Background: an optimization exercise with open tools, aiming at small area, a short achievable clock period and few clock cycles. Do not read the settings as production practice. Where RTL was checked, it was by simulation tests only, not by an equivalence proof against the original. Power figures rest on the tool's default switching activity, not on a simulated workload.

// sao_eo_stat_acc
module sao_eo_stat_acc
#(
  parameter int n_pix     = sao_pkg::N_PIX,
  parameter int n_eo_type = sao_pkg::N_EO_TYPE,
  parameter int diff_len  = sao_pkg::DIFF_LEN,
  parameter int cnt_len   = sao_pkg::CNT_LEN,
  parameter int sum_len   = sao_pkg::SUM_LEN
) (
  input  logic                                  clk,
  input  logic                                  arst_n,
  input  logic                                  start,
  input  logic                                  in_valid,
  output logic                                  in_ready,
  input  logic                                  in_last,
  input  logic [n_eo_type-1:0][n_pix-1:0][2:0]  in_cat,
  input  logic [n_pix-1:0][diff_len-1:0]        in_diff,
  input  logic [n_eo_type-1:0][n_pix-1:0]       b_use,
  output logic                                  stat_valid,
  input  logic                                  stat_ready,
  output logic [n_eo_type-1:0][3:0][cnt_len-1:0] stat_cnt,
  output logic [n_eo_type-1:0][3:0][sum_len-1:0] stat_sum
);
==> flow/config.mk <==
export PLATFORM = sky130hd
export DESIGN_NAME = sao_eo_stat_acc
export DESIGN_NICKNAME = sao_eo_stat_acc
export VERILOG_FILES = /design/flow/design.v
export SDC_FILE = /design/flow/constraint.sdc
export NUM_CORES = 4
export LEC_CHECK = 0
export CAP_MARGIN = 20
export CORE_MARGIN = 2
export CORE_UTILIZATION = 50
export CTS_CLUSTER_DIAMETER = 120
export CTS_CLUSTER_SIZE = 24
export SETUP_SLACK_MARGIN = 4.7
export SLEW_MARGIN = 20
==> flow/constraint.sdc <==
create_clock -name core_clock -period 7.5 [get_ports {clk}]
set_input_delay 1.5000 -clock core_clock [delete_from_list [all_inputs] [get_ports {clk}]]
set_output_delay 1.5000 -clock core_clock [all_outputs]
set_load 0.01 [all_outputs]
standard.sh (not shown) runs the stock make flow with config.mk's settings and CLKGATE_MAP_FILE= SYNTH_SCRIPT=/design/flow/synth_recipe.tcl, a recipe that flattens the netlist after the stock synthesis.
==> flow/flow/run.sh <==
#!/bin/bash
# The standard layout, with the port buffers that placement inserts made of the
# smallest buffer cell (every port still gets its own buffer).
set -euo pipefail
export BUFFER_PORTS_ARGS="-buffer_cell sky130_fd_sc_hd__buf_1"
bash standard.sh > standard.log 2>&1
The baseline finished with timing, DRC and antenna clean.
Testbench counts at the start, summed over its fixed seeds: cycles 19,843.
Next try:
CORE_UTILIZATION = 55   (was 50)
Total power stays flat.
First-iteration DRC count fell by 0.68%.
Register-to-register slack loses 0.02 ns.
Clock power barely changes.
Critical path depth stays the same.
Combinational power hardly moves.
Final cell count shrinks by 1.7%.
Worst setup slack is worse by 0.023 ns.

* * *

== pepper ==
Another version of the RTL of sao_eo_stat_acc (not shown whole).
Size: about 4300 cells after synthesis, roughly 650 I/O pins.
==> flow/config.mk <==
export PLATFORM = sky130hd
export DESIGN_NAME = sao_eo_stat_acc
export DESIGN_NICKNAME = sao_eo_stat_acc
export VERILOG_FILES = /design/flow/design.v
export SDC_FILE = /design/flow/constraint.sdc
export NUM_CORES = 4
export LEC_CHECK = 0
export CAP_MARGIN = 20
export CORE_MARGIN = 2
export CORE_UTILIZATION = 55
export CTS_CLUSTER_DIAMETER = 120
export CTS_CLUSTER_SIZE = 24
export SETUP_SLACK_MARGIN = 4.8
export SLEW_MARGIN = 20
==> flow/constraint.sdc <==
create_clock -name core_clock -period 7.5 [get_ports {clk}]
set_input_delay 1.5000 -clock core_clock [delete_from_list [all_inputs] [get_ports {clk}]]
set_output_delay 1.5000 -clock core_clock [all_outputs]
set_load 0.01 [all_outputs]
Scripts as last shown in full above: flow/flow/run.sh
Modified inputs, juniper compared to pepper
- swapping 4.8 for 4.7 in SETUP_SLACK_MARGIN
==> comparison <==
[compare] base=pepper new=juniper: switching part of the total barely changed; wire length of the first global-routing pass dropped 2.4 mm; setup slack dropped 0.11 ns; overall power consumption dropped 1.1%; final area dropped 4.5%. juniper vs pepper — sequential power rose about 1%.
> inputs changed (juniper -> nickel)
- setting CELL_PAD_IN_SITES_DETAIL_PLACEMENT to 1 for the first time
--- outcome ---
Looking at the reports, nickel completed the entire flow and the layout it produced met the timing, design-rule and antenna checks. juniper finished every stage and its layout cleared the timing, design-rule and antenna checks. Across both runs, highest cell delay on the worst timing path was higher for nickel than for juniper. Going from juniper to nickel, number of antenna cells inserted rose by 2, global placer's final weighted congestion stayed essentially flat, worst setup slack fell by 0.0057 ns, post-CTS setup buffer count rose by 1, headroom to the max-slew limit rose by 1.4 points. juniper → nickel: clock network power saw little to no change; non-clock buffer count now sits higher; combinational share of power +0.6 points.
Function was not checked in any run of this note: the RTL went through the layout flow alone.

## static timing again, ports no longer ideal
Ports are ideal in the flow. The routed layouts listed here were re-timed in OpenROAD.
Step 1 assumes that a clkbuf_16 drives the clock port and a buf_2 every other input.
Step 2 also shifts input and output timing later by t, the mid clock arrival at the registers, as if the neighbouring blocks saw the same clock.
a / b / c = ideal / step 1 / step 2; a / b = the first two.
run | t, ns | setup WS [ns] | worst setup path after step 2 | clock arrival spread, ns | worst register clock-pin slew, ns
the first run of note 1 | 0.676 | 4.696 / 4.651 / 4.406 | input to register | 0.035 / 0.035 | 0.11 / 0.11
the second run of note 1 | 0.677 | 4.673 / 4.641 / 4.417 | input to register | 0.028 / 0.028 | 0.11 / 0.11
pepper | 0.675 | 4.800 / 4.738 / 4.377 | input to register | 0.031 / 0.031 | 0.10 / 0.10
juniper | 0.669 | 4.690 / 4.648 / 4.233 | input to register | 0.033 / 0.033 | 0.11 / 0.11
nickel | 0.676 | 4.684 / 4.646 / 4.182 | input to register | 0.030 / 0.030 | 0.10 / 0.10
After both steps setup and hold are still met in every run listed. For nickel, which loses most, drivers alone change the setup slack by -0.038 ns; drivers and shift together by -0.502 ns.
